This design comes from an exercise in tuning for a short achievable clock period and few clock cycles on the open sky130 flow, not from production work.
Function was checked by simulation only, so behaviour that the tests miss may differ from the original.
Power and IR drop assume default switching activity.

==> design/flow/design.v <==
module dataCache
(
	input logic clock,
	input logic reset,
	input logic [32-1:0] address,
	input logic [32-1:0] writeData,
	input logic accessEnable,
	input logic byteAccess,
	input logic read,
	output logic [32-1:0] readData,
	output logic cacheWait,
	output logic [32-1:0] memAddress,
	output logic [32-1:0] memWriteData,
	output logic memEnable,
	output logic memRead,
	input logic [32-1:0] memReadData,
	input logic memWait
);
	localparam int TW = (32 - ((($clog2((32 / 8))) + $clog2(4)) + $clog2(4)));
	logic [TW-1:0] tagQ [4][4];       
	logic [3:0] validQ [4];
	logic [3:0] dirtyQ [4];
	logic [1:0] lastFillQ [4];
	logic [31:0] dataQ [4][4][4];     
	logic [31:0] aQ;
	logic [3:0] aSetOH;               
	logic [31:0] wdQ;                 
	logic [3:0] maskQ;
	logic byteQ;
	logic readQ;
	logic pendQ;
	logic [3:0] pendWayQ;             
	logic busyQ;
	logic wbQ;                        
	logic firstQ;                     
	logic [1:0] wcQ;                  
	logic [1:0] missWayQ;
	logic [3:0] missOHQ;              
	logic [1:0] aSet;
	logic [1:0] aWord;
	logic [TW-1:0] aTag;
	assign aSet = aQ[5:4];
	assign aWord = aQ[3:2];
	assign aTag = aQ[31:6];
	logic [1:0] victimOf [4];
	logic [3:0] wbNeed;
	logic [TW-1:0] vicTag [4];
	always_comb
	begin
		for (int s = 0; s < 4; s++)
		begin
			victimOf[s] = lastFillQ[s] + 2'd1;
			for (int w = 3; w >= 0; w--)
				if (!validQ[s][w])
					victimOf[s] = 2'(w);
			wbNeed[s] = validQ[s][victimOf[s]] && (dirtyQ[s][victimOf[s]]
				|| (pendQ && aSet == 2'(s) && pendWayQ[victimOf[s]]));
			vicTag[s] = tagQ[s][victimOf[s]];
		end
	end
	logic [1:0] iSet;
	logic [1:0] iWord;
	logic [1:0] iLane;
	logic [TW-1:0] iTag;
	assign iSet = address[5:4];
	assign iWord = address[3:2];
	assign iLane = address[1:0];
	assign iTag = address[31:6];
	logic [3:0] match [4];
	logic [3:0] hitv;
	logic hit;
	logic conflict;
	always_comb
	begin
		for (int s = 0; s < 4; s++)
			for (int w = 0; w < 4; w++)
				match[s][w] = validQ[s][w] && !busyQ && tagQ[s][w] == iTag;
		hitv = match[iSet];
		hit = |hitv;
		conflict = pendQ && read && address[5:2] == aQ[5:2];
	end
	logic [1:0] rdWord;
	logic [31:0] setLine [4][4];      
	logic [31:0] wayRaw [4];
	assign rdWord = busyQ ? wcQ : iWord;
	logic [1:0] laneSel [4];
	logic [31:0] wayHit [4];
	always_comb
	begin
		for (int j = 0; j < 4; j++)
			laneSel[j] = byteAccess ? iLane : 2'(j);
		for (int w = 0; w < 4; w++)
		begin
			for (int k = 0; k < 4; k++)
				setLine[w][k] = dataQ[iSet][w][k];
			wayRaw[w] = setLine[w][rdWord];
			for (int j = 0; j < 4; j++)
				wayHit[w][j*8 +: 8] = hitv[w] ? wayRaw[w][laneSel[j]*8 +: 8] : 8'h00;
		end
	end
	logic [31:0] capData;
	always_comb
	begin
		capData = '0;
		if (busyQ)
		begin
			capData = readData;
			if (!wbQ && wcQ == aWord)
				capData = byteQ ? {4{memReadData[aQ[1:0]*8 +: 8]}} : memReadData;
		end
	end
	always_ff @(posedge clock)
		readData <= wayHit[0] | wayHit[1] | wayHit[2] | wayHit[3] | capData;
	logic xfer;
	logic lastXfer;
	assign xfer = !memWait;
	assign lastXfer = xfer && wcQ == 2'd3;
	assign memEnable = busyQ;
	always_ff @(posedge clock or negedge reset)
	begin
		if (!reset)
		begin
			busyQ <= 1'b0;
			firstQ <= 1'b0;
			pendQ <= 1'b0;
			wbQ <= 1'b0;
			wcQ <= 2'd0;
		end
		else if (!busyQ)
		begin
			busyQ <= accessEnable && !hit;
			firstQ <= accessEnable && !hit;
			pendQ <= accessEnable && !read && hit;
			wbQ <= wbNeed[iSet];
			wcQ <= 2'd0;
		end
		else
		begin
			firstQ <= 1'b0;
			if (xfer)
			begin
				wcQ <= wcQ + 2'd1;
				if (wcQ == 2'd3)
				begin
					if (wbQ)
						wbQ <= 1'b0;
					else
						busyQ <= 1'b0;
				end
			end
		end
	end
	always_ff @(posedge clock)
	begin
		if (!busyQ)
			cacheWait <= !hit || conflict;
		else
			cacheWait <= !(lastXfer && !wbQ);
	end
	always_ff @(posedge clock)
	begin
		if (!busyQ)
		begin
			aQ <= address;
			aSetOH <= 4'b0001 << iSet;
			wdQ <= byteAccess ? {4{writeData[7:0]}} : writeData;
			maskQ <= byteAccess ? 4'b0001 << iLane : 4'b1111;
			byteQ <= byteAccess;
			readQ <= read;
			pendWayQ <= hitv;
			missWayQ <= victimOf[iSet];
			missOHQ <= 4'b0001 << victimOf[iSet];
			memRead <= !wbNeed[iSet];
			memAddress <= {wbNeed[iSet] ? vicTag[iSet] : iTag, iSet, 4'b0000};
		end
		else
		begin
			if (xfer)
			begin
				memAddress[3:2] <= wcQ + 2'd1;
				if (wbQ && wcQ == 2'd3)
				begin
					memRead <= 1'b1;
					memAddress[31:6] <= aTag;
				end
			end
		end
		memWriteData <= (missOHQ[0] ? wayRaw[0] : '0) | (missOHQ[1] ? wayRaw[1] : '0)
			| (missOHQ[2] ? wayRaw[2] : '0) | (missOHQ[3] ? wayRaw[3] : '0);
	end
	logic fillWr;
	logic [31:0] fillData;
	logic wrEn;
	logic [31:0] wrData;
	logic [3:0] wrMask;
	logic [1:0] wrWord;
	logic [3:0] wrWay;
	assign fillWr = busyQ && !wbQ;
	always_comb
	begin
		for (int b = 0; b < 4; b++)
			fillData[b*8 +: 8] = (!readQ && wcQ == aWord && maskQ[b]) ? wdQ[b*8 +: 8]
				: memReadData[b*8 +: 8];
		wrEn = fillWr || pendQ;
		wrData = fillWr ? fillData : wdQ;
		wrMask = fillWr ? 4'b1111 : maskQ;
		wrWord = fillWr ? wcQ : aWord;
		wrWay = fillWr ? missOHQ : pendWayQ;
	end
	logic [3:0] lineEn [4];           
	logic [3:0] laneEn [4];           
	always_comb
	begin
		for (int s = 0; s < 4; s++)
			for (int w = 0; w < 4; w++)
				lineEn[s][w] = wrEn && aSetOH[s] && wrWay[w];
		for (int k = 0; k < 4; k++)
			for (int b = 0; b < 4; b++)
				laneEn[k][b] = wrWord == 2'(k) && wrMask[b];
	end
	always_ff @(posedge clock)
	begin
		for (int s = 0; s < 4; s++)
			for (int w = 0; w < 4; w++)
				for (int k = 0; k < 4; k++)
					for (int b = 0; b < 4; b++)
						if (lineEn[s][w] && laneEn[k][b])
							dataQ[s][w][k][b*8 +: 8] <= wrData[b*8 +: 8];
	end
	always_ff @(posedge clock or negedge reset)
	begin
		if (!reset)
		begin
			for (int s = 0; s < 4; s++)
			begin
				validQ[s] <= '0;
				dirtyQ[s] <= '0;
				lastFillQ[s] <= '0;
			end
		end
		else
		begin
			if (firstQ)
			begin
				validQ[aSet][missWayQ] <= 1'b1;
				dirtyQ[aSet][missWayQ] <= !readQ;
				lastFillQ[aSet] <= missWayQ;
			end
			else if (pendQ)
			begin
				for (int w = 0; w < 4; w++)
					if (pendWayQ[w])
						dirtyQ[aSet][w] <= 1'b1;
			end
		end
	end
	always_ff @(posedge clock)
	begin
		if (firstQ)
			tagQ[aSet][missWayQ] <= aTag;
	end
endmodule
==> design/flow/flow/run.sh <==
#!/bin/bash
# The standard layout (standard.sh, all steps unchanged), run with three
# settings changed: the timing repair may resize a cell to any footprint (the
# platform's MATCH_CELL_FOOTPRINT is 1), it aims for SETUP_SLACK_MARGIN ns of
# setup slack at the design's clock period (margin.txt), and the buffer that
# every input and output port gets is a buf_8 rather than the default
# clkdlybuf4s50_1 (a delay cell).
# make's full output goes to flow_make.log here; ORFS keeps each step's log
# under orfs/logs/.
set -euo pipefail
cd "$(dirname "${BASH_SOURCE[0]}")/.."
MARGIN=$(cat flow/margin.txt)
sed -E -e 's/ SETUP_SLACK_MARGIN=[^ ]+//g' \
	-e "s/CLKGATE_MAP_FILE= /CLKGATE_MAP_FILE= SETUP_SLACK_MARGIN=${MARGIN} MATCH_CELL_FOOTPRINT=0 'BUFFER_PORTS_ARGS=-buffer_cell sky130_fd_sc_hd__buf_8' /" \
	standard.sh > standard_tuned.sh
grep -q "MATCH_CELL_FOOTPRINT=0" standard_tuned.sh
bash standard_tuned.sh > flow_make.log 2>&1
==> design/flow/flow/margin.txt <==
7.3
==> design/flow/standard.sh <==
#!/bin/bash
# synth_recipe.tcl (not shown) runs the flow's synth.tcl, then flattens the netlist and writes it again
# the make line also repeats each setting of config.mk as NAME=value (left out here)
make -C /OpenROAD-flow-scripts/flow DESIGN_CONFIG=/design/flow/config.mk WORK_HOME=/design/flow/orfs CLKGATE_MAP_FILE= SYNTH_SCRIPT=/design/flow/synth_recipe.tcl "${@:-finish}"
==> design/flow/config.mk <==
export PLATFORM = sky130hd
export DESIGN_NAME = dataCache
export DESIGN_NICKNAME = dataCache
export VERILOG_FILES = /design/flow/design.v
export SDC_FILE = /design/flow/constraint.sdc
export NUM_CORES = 4
export LEC_CHECK = 0
export ABC_CLOCK_PERIOD_IN_PS = 2000
export CAP_MARGIN = 20
export CORE_MARGIN = 2
export CORE_UTILIZATION = 55
export SLEW_MARGIN = 20
==> design/flow/constraint.sdc <==
create_clock -name core_clock -period 10.5 [get_ports {clock}]
set_input_delay 2.1000 -clock core_clock [delete_from_list [all_inputs] [get_ports {clock}]]
set_output_delay 2.1000 -clock core_clock [all_outputs]
set_load 0.01 [all_outputs]
==> results of run 1 <==
-- per-layer routing --
layer  track usage (%)  up-vias  share of wire [%]
li1                  -    28120                  -
met1             50.13    36520                 37
met2             58.13     4039                 46
met3             7.014     1043                9.4
met4             22.45        6                7.6
met5                 0        -              0.011
-- cells by family (layout without fill, tap and decap cells) --
| logic type | count (synthesis) | in the layout | share of synthesized area [%] |
|---|---|---|---|
| compound gates | 793 | 796 | 5.018 |
| xor+xnor | 424 | 424 | 3.249 |
| fa+ha+maj | 8 | 8 | 0.08757 |
| buf+inv | 576 | 1405 | 2.236 |
| flops | 2688 | 2688 | 69.82 |
| mux | 1034 | 1037 | 14.85 |
| other cells | 1 | 7 | 0.003281 |
| simple gates | 1193 | 1197 | 4.729 |
-- cells in the mapped netlist (9+ instances only) --
| library cell | number | area, um^2 |
|---|---|---|
| inv_1 | 122 | 457.9 |
| a32oi_1 | 14 | 122.6 |
| o211ai_1 | 167 | 1254 |
| nand2_1 | 450 | 1689 |
| o31ai_1 | 31 | 232.7 |
| nand3_1 | 93 | 465.5 |
| dfxtp_1 | 67 | 1341 |
| a221oi_1 | 12 | 105.1 |
| o22ai_1 | 9 | 56.30 |
| nand2b_1 | 39 | 244.0 |
| xnor2_1 | 391 | 3425 |
| mux2i_1 | 425 | 4254 |
| o311a_1 | 12 | 120.1 |
| o21ai_0 | 89 | 445.4 |
| or4_1 | 13 | 97.59 |
| a22o_1 | 26 | 227.7 |
| nor2_1 | 337 | 1265 |
| nand4_1 | 112 | 700.7 |
| nor4_1 | 40 | 250.2 |
| edfxtp_1 | 2575 | 77320 |
| nor3_1 | 20 | 100.1 |
| buf_1 | 39 | 146.4 |
| mux4_2 | 521 | 11730 |
| a311oi_1 | 26 | 227.7 |
| buf_2 | 160 | 800.8 |
| a22oi_1 | 99 | 743.2 |
| a21o_1 | 12 | 90.09 |
| a21oi_1 | 59 | 295.3 |
| buf_4 | 45 | 337.8 |
| a211oi_1 | 78 | 585.6 |
| a31oi_1 | 62 | 387.9 |
| o21ai_1 | 19 | 95.09 |
| clkbuf_1 | 202 | 758.2 |
| mux2_2 | 87 | 979.7 |
| xor2_1 | 33 | 289.0 |
| and3_1 | 41 | 256.5 |
| and2_1 | 18 | 112.6 |
| a221o_1 | 27 | 270.3 |
| dfrtp_1 | 46 | 1151 |
| a2bb2oi_1 | 13 | 113.9 |
-- power by group through the flow --
stage	combinational [mW]	sequential (mW)	clock, mW
finish	13.3	15.4	9.80
global route	13.6	15.4	10.2
CTS	12.3	15.4	9.84
detailed placement	9.85	15.6	0
global placement	9.71	15.5	0
floorplan	5.12	15.0	0
-- registers in the layout, indices dropped and copies added (netlist names), 8 cells and up --
register / count
tagQ: 416
dirtyQ: 16
dataQ: 2048
wdQ: 32
validQ: 16
lastFillQ: 8
aQ: 32
memAddress: 28
memWriteData: 32
readData: 32
-- timing repair --
action	CTS	global route
endpoints found under the setup margin	4303	1583
resized for setup	1169	330
hold buffers	0	0
setup buffers	202	107
pin swaps	127	129
gates cloned	90	15
-- cell type report --
cell class | count | share of cell area (%)
diodes | 5 | 0.008843
clock inverters | 120 | 0.7012
repair buffers | 778 | 7.638
inverters | 125 | 0.3590
flip-flops and latches | 2688 | 56.56
well taps | 2704 | 2.391
repair inverters | 2 | 0.01592
multi-input cells | 3464 | 26.78
clock buffers | 380 | 5.546
-- worst max-delay path, stage by stage (launching register included) --
cell and delay (ns):
dfrtp_4 0.51, buf_16 0.16, buf_8 0.12
-- per-stage QoR --
step / utilization [%] / instance area, um^2 / instances / power, mW
CTS: 66.94 / 138500 / 10140 / 37.51
detailed placement: 58.28 / 120600 / 9345 / 25.43
global placement: 58.24 / 120500 / 9343 / 25.24
global route: 68.40 / 141500 / 10260 / 39.30
floorplan: - / 115600 / 6718 / 20.13
finish: 68.40 / 141500 / 10270 / 38.53
-- worst paths after layout --
path                               start               to  slack (ns)  cells past startpoint
setup reg to reg                   busyQ     readData[25]        7.00                     15
hold reg to reg            memAddress[2]    memAddress[2]        0.51                      2
max in group asynchronous          reset            busyQ        9.07                      1
hold / removal             memAddress[2]    memAddress[2]        0.51                      2
setup / recovery                   busyQ        memEnable        6.70                      2
min in group asynchronous          reset  lastFillQ[3][0]        1.07                      1
==> results.toml, run 1 <==
[status]
status = "finished clean"

[worst_setup_path]
critPathKind = "flop to primary output"
worstSetupEndpointType = "primary output"
worstPathArrival_ns = 1.70
required_ns = 8.40
crit_fanout = 4
crit_path_start_kind = "flop"

[clock_network]
clkSlewWorstSetupHoldPaths_ns = 0.06
htreeDepth = 5
clockBufferDepth = 4
clk_latency_ns = 0.97
cts_tree = "yes"
cts-root-buf = "clkbuf_16"
cts_sinks = 2688
cts_made_buffers = 295

[power_and_ir_drop]
power_switching_mw = 13.88
clockPowerShare_pct = 25.4
p_per_area_mw_per_mm2 = 272.3
switching_share_pct = 36.03
leakage_nw = 46.18
p_int_mw = 24.65
ir_drop_mv = 0.3833
combPwrFrac_pct = 34.6
p_seq_share_pct = 40.0

[final_layout]
final_cell_mix = "edfxtp_1 (2575), mux4_2 (521), nand2_1 (404)"
layout.cells.most_common = "edfxtp_1"
drive_above_1_share_pct = 35.12
register_area_mm2 = 0.08003
nFillCells = 13630
fin_nets = 7464
area_growth_pct = 23.78
multi_input_area_mm2 = 0.03790

[synthesis]
syn_avg_cell_area_um2 = 17.02
seq_area_frac_synth_pct = 69.82
synth_async_sr_flop_share_pct = 1.711
synth_ff_type = "edfxtp_1"
ys_seq_elements = 2688
synth_edf_count = 2575
yosys_warnings = 14
syn-instance-count = 6717
netlist_area_mm2 = 0.1143
netlist-cell-type-count = 77

[routing]
via_count = 69730
wl_um = 401300
antenna_left = 0
post_drt_wl_per_cell_um = 39.09
dr.pass1.iters = 8
drt-initial-drc-count = 8911
vias_per_cell = 6.793
drc = 0

[sta]
fmax_ghz = 0.2631
setup_tns_ns = 0
fin_ws_ns = 6.700
setup_viol = 0
report.final.slew_viol_count = 0
worstMarginPinSlew_ns = 1.400
fin_hold_ws_ns = 0.5054
fin_crit_sh_pct = 36.19
period_needed_ns = 3.800
slew_headroom_pct = 6.333
hold_viol_final = 0
finClkSkew_ns = 0.05778
rsz0062_at_grt = "true"

[die]
rows = 167
die_x_um = 459.9
dieArea_mm2 = 0.2115
coreArea_mm2 = 0.2069
initial_core_util_pct = 55.26
fp.dieH_um = 459.9
io_pins = 201

[grt]
grt_pass1_wl_um = 543800
antenna_found_initial = 15
grt_pass1_vias = 67860
track_usage_pct = 37.58
gr-total-overflow = 0
grt_max_degree = 79

[place]
dp_hpwl_um = 238600
place_ws_ns = 4.286
gp_congestion = 0.9591
portBuffers = 198

[worst_hold_path]
hold_path_class = "flop to flop"

[flow_run]
cap_violations = 0
Testbench counts, summed over its fixed seeds: cycles 55,934.
==> run 2, diff against run 1 <==
==> design/flow/flow/margin.txt (replaced) <==
7.6
==> run 2 against run 1 <==
  * Critical path depth rose by 11
  * Combinational power barely moved
  * Via count fell by 0.18%
  * Final area rose by 1.2%
  * Global-route usage fell by 0.41 points
  * First-iteration DRC count rose by 4.3%
  * Total power barely moved
  * Sequential cell count did not move
  * Area after synthesis did not move
  * Count of clock-buffer cells in the layout rose by 1
  * Die area did not move
  * Critical endpoint is now readData[30]
  * Largest cell class unchanged
==> results.toml, run 2 <==
[final_layout]
area_growth_pct = 25.22
max_flop_register = "dataQ"
reg.largest.list = "dataQ: 2048 flops, tagQ: 416 flops"
largest_register_ffs = 2048
register_area_mm2 = 0.08005
nFillCells = 13430
drive_above_1_share_pct = 35.53
layout.cells.most_common = "edfxtp_1"
multi_input_area_mm2 = 0.03915
fin_nets = 7468
final_cell_mix = "edfxtp_1 (2575), mux4_2 (521), nand2_1 (399)"

[synthesis]
synth_commonest_cells = "edfxtp_1 (2575), mux4_2 (521), nand2_1 (450)"
syn-instance-count = 6717
synth_edf_count = 2575
synth_top_family_by_area = "multiplexers"
syn_avg_cell_area_um2 = 17.02
synth_top_area_share_pct = 67.64
yosys.area_share.simple_pct = 4.729
synth_most_common_cell = "edfxtp_1"
yosys_warnings = 14
synth_mux_area_share_pct = 14.85
ys_seq_elements = 2688
synthXorXnorAreaFrac_pct = 3.249
ys_top_cells_by_area = "edfxtp_1 (68%), mux4_2 (10%), mux2i_1 (3.7%)"
synth-compound-area-share_pct = 5.018
synth_async_sr_flop_share_pct = 1.711
netlist-cell-type-count = 77
synth_fa_ha_area_share_pct = 0.08757
seq_area_frac_synth_pct = 69.82
synth_ff_type = "edfxtp_1"
synth_top_cell_by_area = "edfxtp_1"
netlist_area_mm2 = 0.1143

[worst_setup_path]
worstSetupEndpointType = "flop"
crit_path_start_kind = "input pin"
r2r-start = "busyQ"
worstPathArrival_ns = 4.58
cpPeakStageDelay_ns = 0.51
path_buf_inv = 6
critPathKind = "input pin to flop"
crit_fanout = 7
crit_top_cell = "buf_12"
critPathSlowestCell = "mux4_2"
required_ns = 11.26
path_delay_family = "multiplexers"
startpoint = "address[4]"
worstPathCellList = "buf_16, buf_12, clkbuf_16, buf_12, buf_16, buf_12, mux4_2, mux2i_4, mux2i_4, mux2i_1, nand2_1, a32oi_1, o211ai_1"

[sta]
fin_crit_sh_pct = 36.31
setup_tns_ns = 0
worstMarginPinSlew_ns = 1.136
report.final.slew_viol_count = 0
period_needed_ns = 3.812
setup_viol = 0
finClkSkew_ns = 0.07127
slew_headroom_pct = 24.26
fmax_ghz = 0.2623
hold_viol_final = 0
rsz0062_at_grt = "true"

[clock_network]
cts_sinks = 2688
htreeDepth = 5
cts_tree = "yes"
clk_latency_ns = 0.96
clkSlewWorstSetupHoldPaths_ns = 0.06
clockBufferDepth = 4
cts-root-buf = "clkbuf_16"
cts_made_buffers = 295

[routing]
vias_per_cell = 6.780
dr.pass1.iters = 8
via_count = 69610
drt-initial-drc-count = 9294
wl_um = 393800
post_drt_wl_per_cell_um = 38.36
drc = 0
antenna_left = 0

[die]
io_pins = 201
die_x_um = 459.9
dieArea_mm2 = 0.2115
fp.dieH_um = 459.9
rows = 167
coreArea_mm2 = 0.2069
initial_core_util_pct = 55.26

[worst_hold_path]
hold_start = "aQ[7]"
hold_path_class = "flop to flop"

[grt]
grt_use_met1_pct = 51.55
gr-total-overflow = 0
busiest_layer = "met2"
antenna_found_initial = 7
track_usage_pct = 37.16
use_met3_pct = 6.849
grt_max_degree = 65
grt_pass1_vias = 67760
grt_util_met2_pct = 56.93
grt_pass1_wl_um = 540200

[power_and_ir_drop]
combPwrFrac_pct = 34.7
clockPowerShare_pct = 25.3
leakage_nw = 46.65
ir_drop_mv = 0.2348
p_per_area_mw_per_mm2 = 269.0
power.total_mw = 38.50
power_switching_mw = 13.83
p_int_mw = 24.67
p_seq_share_pct = 40.0
switching_share_pct = 35.93

[place]
portBuffers = 198
gp_congestion = 0.9841
dp_hpwl_um = 233900

[flow_run]
cap_violations = 0

[status]
status = "finished clean"
## run 2: cell counts after synthesis
No cell type changed its count.
## run 2: kinds of logic (layout without fill, tap and decap cells)
| family | Yosys count | in the layout |
|---|---|---|
| buffers and inverters | 576 | 1409 |
| DFF | 2688 | 2688 |
| other | 1 | 6 |
| and+or+nand+nor | 1193 | 1194 |
| muxes | 1034 | 1036 |
| xor gates and xnor gates | 424 | 424 |
| AOI/OAI and AO/OA | 793 | 797 |
| adders and majority gates | 8 | 8 |
## run 2: worst paths after layout
kind                              endpoint  slack, ns  cells after the start
max                           readData[30]       6.69                     13
min                             tagQ[4][1]       0.49                      0
max reg2reg                    readData[2]       6.84                     12
min reg2reg                     tagQ[4][1]       0.49                      0
max in group asynchronous            busyQ       9.07                      1
min in group asynchronous  lastFillQ[3][1]       1.07                      1
## run 2: final cells by class
type	count	area share (%)
Sequential cell	2688	55.92
Multi-Input combinational cell	3461	27.35
Timing Repair Buffer	784	7.838
Clock buffer	381	5.500
Tap cell	2704	2.364
Clock inverter	116	0.6250
Inverter	125	0.3724
Timing Repair inverter	3	0.02098
Antenna cell	4	0.006993
## run 2: timing repair
| action | in CTS | in global routing |
|---|---|---|
| buffers inserted | 236 | 121 |
| gates resized for setup | 1490 | 252 |
| pin swaps | 167 | 164 |
| cloned | 88 | 7 |
| endpoints found under the setup margin | 3378 | 2576 |
| hold buffers | 0 | 0 |
## run 2: through the flow
stage	instances	hold slack [ns]	util [%]	cell area [um^2]	worst slack (ns)
2_1_floorplan	6718	0.4488	-	115700	6.541
6_report	10270	0.4928	69.20	143100	6.688
4_1_cts	10130	0.4905	67.78	140200	6.672
5_1_grt	10260	0.5025	69.19	143100	6.658
3_3_place_gp	9311	0.4586	58.19	120400	4.149
3_5_place_dp	9312	0.4804	58.20	120400	4.121
## run 2: power by group through the flow
| stage | Clock, mW | Sequential [mW] | Combinational, mW |
|---|---|---|---|
| finish | 9.74 | 15.4 | 13.3 |
| global route | 10.2 | 15.5 | 13.7 |
| CTS | 9.80 | 15.4 | 12.4 |
| detailed placement | 0 | 15.6 | 9.73 |
| global placement | 0 | 15.5 | 9.61 |
| floorplan | 0 | 15.0 | 5.19 |
## run 2: worst reg2reg max path, cell delays in order (launching register included)
cell and delay, ns:
dfrtp_4 0.50, buf_4 0.19, buf_4 0.16, buf_4 0.25, mux2_8 0.43, buf_4 0.27
buf_16 0.31, mux2i_2 0.39, mux2i_1 0.27, mux2i_2 0.28, nand2_1 0.10, a31oi_1 0.23
o211ai_1 0.12
## run 2: per-layer routing
| metal | up-vias | routed length (um) |
|---|---|---|
| li1 | 28080 | - |
| met1 | 36520 | 148700 |
| met2 | 4149 | 181200 |
| met3 | 849 | 38780 |
| met4 | 0 | 25070 |
| met5 | - | 0 |

==> port drivers added, routing unchanged <==
The flow's constraints put no driver on any port. The routed layouts listed below were extracted and timed again, unchanged, in two steps. Step 1 sets driving cells, clkbuf_16 on the clock port and buf_2 on the other inputs (assumed; they add their load-dependent delay and slew). Step 2, shift: input delay + t, output delay - t, t = (earliest + latest rising clock arrival at the registers) / 2. This alone moves slack from input paths to output paths. Three values: ideal ports, drivers, drivers and shift; two values: the first two.
run | shift t [ns] | setup WS [ns] | worst setup path at the end | worst data-port slew with drivers (ns)
run 1 | 1.016 | 6.700 / 6.259 / 5.242 | input to register | 0.65
run 2 | 1.022 | 6.688 / 6.406 / 5.384 | input to register | 0.43
After both steps setup and hold are still met in every run listed. The setup slack of run 1, which loses most, moves by -0.441 ns with the drivers and by -1.458 ns with both steps.
